Context: an optimization exercise on an open-source flow, tuned for small area, a short achievable clock period and few clock cycles per item. The choices shown serve that exercise and are no tape-out recipe.
At most, simulation tests tie the RTL to the original design; equivalence was not proved.

==> v21 <==
## pixel_window
module pixel_window (
    input  logic                      clk,
    input  logic                      rst_n,
    input  logic                      in_valid,
    output logic                      in_ready,
    input  pixel_pkg::pixel_t         in_pixel,
    output logic                      out_valid,
    input  logic                      out_ready,
    output pixel_pkg::pixel_t [15:0]  out_window,
    output logic                      frame_done
);
==> module pixel_window, before the edit <==
module pixel_window (
    input  logic                      clk,
    input  logic                      rst_n,
    input  logic                      in_valid,
    output logic                      in_ready,
    input  pixel_pkg::pixel_t         in_pixel,
    output logic                      out_valid,
    input  logic                      out_ready,
    output pixel_pkg::pixel_t [15:0]  out_window,
    output logic                      frame_done
);
    localparam int W     = 16;
    localparam int H     = 8;
    localparam int PB    = 24;
    localparam int NPIX  = W * H;
    localparam int NELEM = W * (H + 2);
    localparam int CLEN  = 3 * W + 4;
    localparam int CW    = $clog2(W);
    localparam int SW    = $clog2(NELEM + 1);
    localparam int AW    = $clog2(NPIX + 1);
    typedef logic [PB-1:0] pixel_t;
    pixel_t          chain [0:CLEN-1];
    pixel_t          skid;
    logic            skid_v;
    logic [AW-1:0]   acc_cnt;
    logic [SW-1:0]   elem;        
    logic            acc;
    logic            real_elem;
    logic            req;
    logic            shift;
    logic            top_row;
    logic            win_next;
    logic            skid_v_next;
    logic [AW-1:0]   acc_cnt_next;
    pixel_t          new_elem;
    assign acc       = in_valid && in_ready;
    assign real_elem = (elem < SW'(NPIX));
    assign req       = real_elem ? (skid_v || in_valid && in_ready) : (elem != SW'(NELEM));
    assign shift     = req && (!out_valid || out_ready);
    assign top_row   = (elem < SW'(W));
    assign new_elem  = !real_elem ? chain[W-1] : (skid_v ? skid : in_pixel);
    assign win_next  = (elem[SW-1:CW] >= (SW-CW)'(2)) && (elem[CW-1:0] >= CW'(3));
    assign skid_v_next  = skid_v ? !shift : (acc && !shift);
    assign acc_cnt_next = acc_cnt + AW'(acc);
    always_ff @(posedge clk or negedge rst_n) begin
        if (!rst_n) begin
            in_ready   <= 1'b1;
            skid_v     <= 1'b0;
            acc_cnt    <= '0;
            elem       <= '0;
            out_valid  <= 1'b0;
            frame_done <= 1'b0;
        end else begin
            skid_v    <= skid_v_next;
            acc_cnt   <= acc_cnt_next;
            in_ready  <= !skid_v_next && (acc_cnt_next != AW'(NPIX));
            if (shift) begin
                elem <= elem + SW'(1);
            end
            out_valid <= shift ? win_next : (out_valid && !out_ready);
            if (out_valid && out_ready && elem == SW'(NELEM)) begin
                frame_done <= 1'b1;
            end
        end
    end
    always_ff @(posedge clk) begin
        if (acc && !shift) begin
            skid <= in_pixel;
        end
    end
    always_ff @(posedge clk) begin
        if (shift) begin
            chain[0] <= new_elem;
            for (int p = 1; p < CLEN; p++) begin
                chain[p] <= (p == W && top_row) ? new_elem : chain[p-1];
            end
        end
    end
    always_comb begin
        for (int j = 0; j < 4; j++) begin
            for (int i = 0; i < 4; i++) begin
                out_window[j*4 + i] = chain[(3-j)*W + (3-i)];
            end
        end
    end
endmodule
clock: 5.0 ns
lec_check: 0
cap_margin: 20
core_margin: 2
core_utilization: 40
slew_margin: 20
run.sh (not shown) runs the stock make flow with config.mk's settings and CLKGATE_MAP_FILE= SYNTH_SCRIPT=/design/flow/synth_recipe.tcl, a recipe that flattens the netlist after the stock synthesis.
==> v13: changes against v21 <==
--- a/flow/design.v
+++ b/flow/design.v
@@ -34,31 +34,35 @@
     typedef logic [PB-1:0] pixel_t;
     pixel_t          chain [0:CLEN-1];
     pixel_t          skid;
-    logic            skid_v;
+    logic            skid_v;      
+    logic            virt;        
+    logic            pend;        
+    logic            top_row;     
+    logic            win_flag;    
+    logic            last;        
     logic [AW-1:0]   acc_cnt;
     logic [SW-1:0]   elem;        
+    logic [SW-1:0]   elem_inc;
     logic            acc;
-    logic            real_elem;
-    logic            req;
     logic            shift;
-    logic            top_row;
-    logic            win_next;
     logic            skid_v_next;
     logic [AW-1:0]   acc_cnt_next;
     pixel_t          new_elem;
-    assign acc       = in_valid && in_ready;
-    assign real_elem = (elem < SW'(NPIX));
-    assign req       = real_elem ? (skid_v || in_valid && in_ready) : (elem != SW'(NELEM));
-    assign shift     = req && (!out_valid || out_ready);
-    assign top_row   = (elem < SW'(W));
-    assign new_elem  = !real_elem ? chain[W-1] : (skid_v ? skid : in_pixel);
-    assign win_next  = (elem[SW-1:CW] >= (SW-CW)'(2)) && (elem[CW-1:0] >= CW'(3));
+    assign acc      = in_valid && in_ready;
+    assign shift    = (pend || acc) && (!out_valid || out_ready);
+    assign new_elem = virt ? chain[W-1] : (skid_v ? skid : in_pixel);
     assign skid_v_next  = skid_v ? !shift : (acc && !shift);
     assign acc_cnt_next = acc_cnt + AW'(acc);
+    assign elem_inc     = elem + SW'(1);
     always_ff @(posedge clk or negedge rst_n) begin
         if (!rst_n) begin
             in_ready   <= 1'b1;
             skid_v     <= 1'b0;
+            virt       <= 1'b0;
+            pend       <= 1'b0;
+            top_row    <= 1'b1;
+            win_flag   <= 1'b0;
+            last       <= 1'b0;
             acc_cnt    <= '0;
             elem       <= '0;
             out_valid  <= 1'b0;
@@ -68,10 +72,16 @@
             acc_cnt   <= acc_cnt_next;
             in_ready  <= !skid_v_next && (acc_cnt_next != AW'(NPIX));
             if (shift) begin
-                elem <= elem + SW'(1);
+                elem     <= elem_inc;
+                virt     <= (elem_inc >= SW'(NPIX));
+                top_row  <= (elem_inc < SW'(W));
+                win_flag <= (elem_inc[SW-1:CW] >= (SW-CW)'(2)) && (elem_inc[CW-1:0] >= CW'(3));
+                last     <= (elem_inc == SW'(NELEM));
             end
-            out_valid <= shift ? win_next : (out_valid && !out_ready);
-            if (out_valid && out_ready && elem == SW'(NELEM)) begin
+            pend      <= skid_v_next || (shift ? (elem_inc >= SW'(NPIX) && elem_inc != SW'(NELEM))
+                                               : (virt && !last));
+            out_valid <= shift ? win_flag : (out_valid && !out_ready);
+            if (out_valid && out_ready && last) begin
                 frame_done <= 1'b1;
             end
         end
==> flow/flow/run.sh (new file) <==
#!/bin/bash
# The standard layout, with plain buffers on the ports instead of the delay cells that
# buffer_ports would otherwise pick.
set -euo pipefail
export BUFFER_PORTS_ARGS="-buffer_cell sky130_fd_sc_hd__buf_2"
bash standard.sh > standard.log 2>&1
==> flow/standard.sh (new file) <==
#!/bin/bash
# synth_recipe.tcl (not shown) runs the flow's synth.tcl, then flattens the netlist and writes it again
# the make line also repeats each setting of config.mk as NAME=value (left out here)
make -C /OpenROAD-flow-scripts/flow DESIGN_CONFIG=/design/flow/config.mk WORK_HOME=/design/flow/orfs CLKGATE_MAP_FILE= SYNTH_SCRIPT=/design/flow/synth_recipe.tcl "${@:-finish}"
--- a/flow/config.mk
+++ b/flow/config.mk
@@ -7,5 +7,9 @@
 export LEC_CHECK = 0
 export CAP_MARGIN = 20
 export CORE_MARGIN = 2
-export CORE_UTILIZATION = 40
+export CORE_UTILIZATION = 65
+export CTS_CLUSTER_DIAMETER = 60
+export CTS_CLUSTER_SIZE = 30
+export PLACE_DENSITY = 0.75
+export SETUP_SLACK_MARGIN = 2.5
 export SLEW_MARGIN = 20
removed: flow/run.sh
==> v29: changes against v21 <==
--- a/flow/design.v
+++ b/flow/design.v
@@ -30,48 +30,56 @@
     localparam int CLEN  = 3 * W + 4;
     localparam int CW    = $clog2(W);
     localparam int SW    = $clog2(NELEM + 1);
-    localparam int AW    = $clog2(NPIX + 1);
     typedef logic [PB-1:0] pixel_t;
     pixel_t          chain [0:CLEN-1];
     pixel_t          skid;
-    logic            skid_v;
-    logic [AW-1:0]   acc_cnt;
+    logic            skid_v;      
+    logic            virt;        
+    logic            pend;        
+    logic            top_row;     
+    logic            win_flag;    
+    logic            last;        
     logic [SW-1:0]   elem;        
+    logic [SW-1:0]   elem_inc;
     logic            acc;
-    logic            real_elem;
-    logic            req;
+    logic            in_block;    
     logic            shift;
-    logic            top_row;
-    logic            win_next;
     logic            skid_v_next;
-    logic [AW-1:0]   acc_cnt_next;
+    logic            virt_next;
     pixel_t          new_elem;
-    assign acc       = in_valid && in_ready;
-    assign real_elem = (elem < SW'(NPIX));
-    assign req       = real_elem ? (skid_v || in_valid && in_ready) : (elem != SW'(NELEM));
-    assign shift     = req && (!out_valid || out_ready);
-    assign top_row   = (elem < SW'(W));
-    assign new_elem  = !real_elem ? chain[W-1] : (skid_v ? skid : in_pixel);
-    assign win_next  = (elem[SW-1:CW] >= (SW-CW)'(2)) && (elem[CW-1:0] >= CW'(3));
+    assign in_ready = !in_block;
+    assign acc      = in_valid && !in_block;
+    assign shift    = (pend || acc) && (!out_valid || out_ready);
+    assign new_elem = virt ? chain[W-1] : (skid_v ? skid : in_pixel);
     assign skid_v_next  = skid_v ? !shift : (acc && !shift);
-    assign acc_cnt_next = acc_cnt + AW'(acc);
+    assign elem_inc     = elem + SW'(1);
+    assign virt_next    = shift ? (elem_inc >= SW'(NPIX)) : virt;
     always_ff @(posedge clk or negedge rst_n) begin
         if (!rst_n) begin
-            in_ready   <= 1'b1;
+            in_block   <= 1'b0;
             skid_v     <= 1'b0;
-            acc_cnt    <= '0;
+            virt       <= 1'b0;
+            pend       <= 1'b0;
+            top_row    <= 1'b1;
+            win_flag   <= 1'b0;
+            last       <= 1'b0;
             elem       <= '0;
             out_valid  <= 1'b0;
             frame_done <= 1'b0;
         end else begin
             skid_v    <= skid_v_next;
-            acc_cnt   <= acc_cnt_next;
-            in_ready  <= !skid_v_next && (acc_cnt_next != AW'(NPIX));
+            in_block  <= skid_v_next || virt_next;
             if (shift) begin
-                elem <= elem + SW'(1);
+                elem     <= elem_inc;
+                top_row  <= (elem_inc < SW'(W));
+                win_flag <= (elem_inc[SW-1:CW] >= (SW-CW)'(2)) && (elem_inc[CW-1:0] >= CW'(3));
+                last     <= (elem_inc == SW'(NELEM));
             end
-            out_valid <= shift ? win_next : (out_valid && !out_ready);
-            if (out_valid && out_ready && elem == SW'(NELEM)) begin
+            virt      <= virt_next;
+            pend      <= skid_v_next || (shift ? (virt_next && elem_inc != SW'(NELEM))
+                                               : (virt && !last));
+            out_valid <= shift ? win_flag : (out_valid && !out_ready);
+            if (out_valid && out_ready && last) begin
                 frame_done <= 1'b1;
             end
         end
==> flow/flow/run.sh (new file) <==
#!/bin/bash
# The standard layout, with plain buffers on the ports instead of the delay cells that
# buffer_ports would otherwise pick.
set -euo pipefail
export BUFFER_PORTS_ARGS="-buffer_cell sky130_fd_sc_hd__buf_2"
bash standard.sh > standard.log 2>&1
==> flow/standard.sh (new file) <==
#!/bin/bash
# synth_recipe.tcl (not shown) runs the flow's synth.tcl, then flattens the netlist and writes it again
# the make line also repeats each setting of config.mk as NAME=value (left out here)
make -C /OpenROAD-flow-scripts/flow DESIGN_CONFIG=/design/flow/config.mk WORK_HOME=/design/flow/orfs CLKGATE_MAP_FILE= SYNTH_SCRIPT=/design/flow/synth_recipe.tcl "${@:-finish}"
--- a/flow/config.mk
+++ b/flow/config.mk
@@ -7,5 +7,10 @@
 export LEC_CHECK = 0
 export CAP_MARGIN = 20
 export CORE_MARGIN = 2
-export CORE_UTILIZATION = 40
+export CORE_UTILIZATION = 75
+export CTS_CLUSTER_DIAMETER = 60
+export CTS_CLUSTER_SIZE = 30
+export PLACE_DENSITY = 0.85
+export SETUP_SLACK_MARGIN = 2.8
 export SLEW_MARGIN = 20
+export TNS_END_PERCENT = 5
removed: flow/run.sh
==> summary of the runs <==
Against v13, the worst hold slack of v21 is better by 0.066 ns.
Against v13, the wire length of v21 is higher by about 12%.
Against v21, the clock skew of v13 is lower by 0.0087 ns.
v29 did not get past clock tree synthesis (4_1_cts) on DPL-0033. v13 produced a clean layout. v21 completed with no timing, DRC or antenna violations.
Of v21 and v13, v21 has the higher final area (gap about 10%, measured against v13).
Testbench counts of v21, summed over its fixed seeds: cycles 5,152, windows 3,328.
Testbench counts of v29, summed over its fixed seeds: cycles 5,152, windows 3,328.
Function not checked in v13: the RTL went through the layout flow alone.

## re-timing with driven ports
The flow's constraints put no driver on any port. The routed layouts listed below were extracted and timed again, unchanged, in two steps.
Step 1 sets driving cells, clkbuf_16 on the clock port and buf_2 on the other inputs (assumed; they add their load-dependent delay and slew).
Step 2 times the ports against the registers' clock, not the clock port: input delays grow and output delays shrink by t, the midpoint of the rising clock arrivals with the driver on.
Three values: ideal ports, drivers, drivers and shift; two values: the first two.
run | t, ns | slack for setup (ns) | worst setup path at the end
v21 | 0.765 | 1.526 / 1.526 / 1.130 | input to register
v13 | 0.681 | 2.577 / 2.518 / 2.003 | input to register
After both steps setup and hold are still met in every run listed. For v13, which loses most, drivers alone change the setup slack by -0.059 ns; drivers and shift together by -0.574 ns.
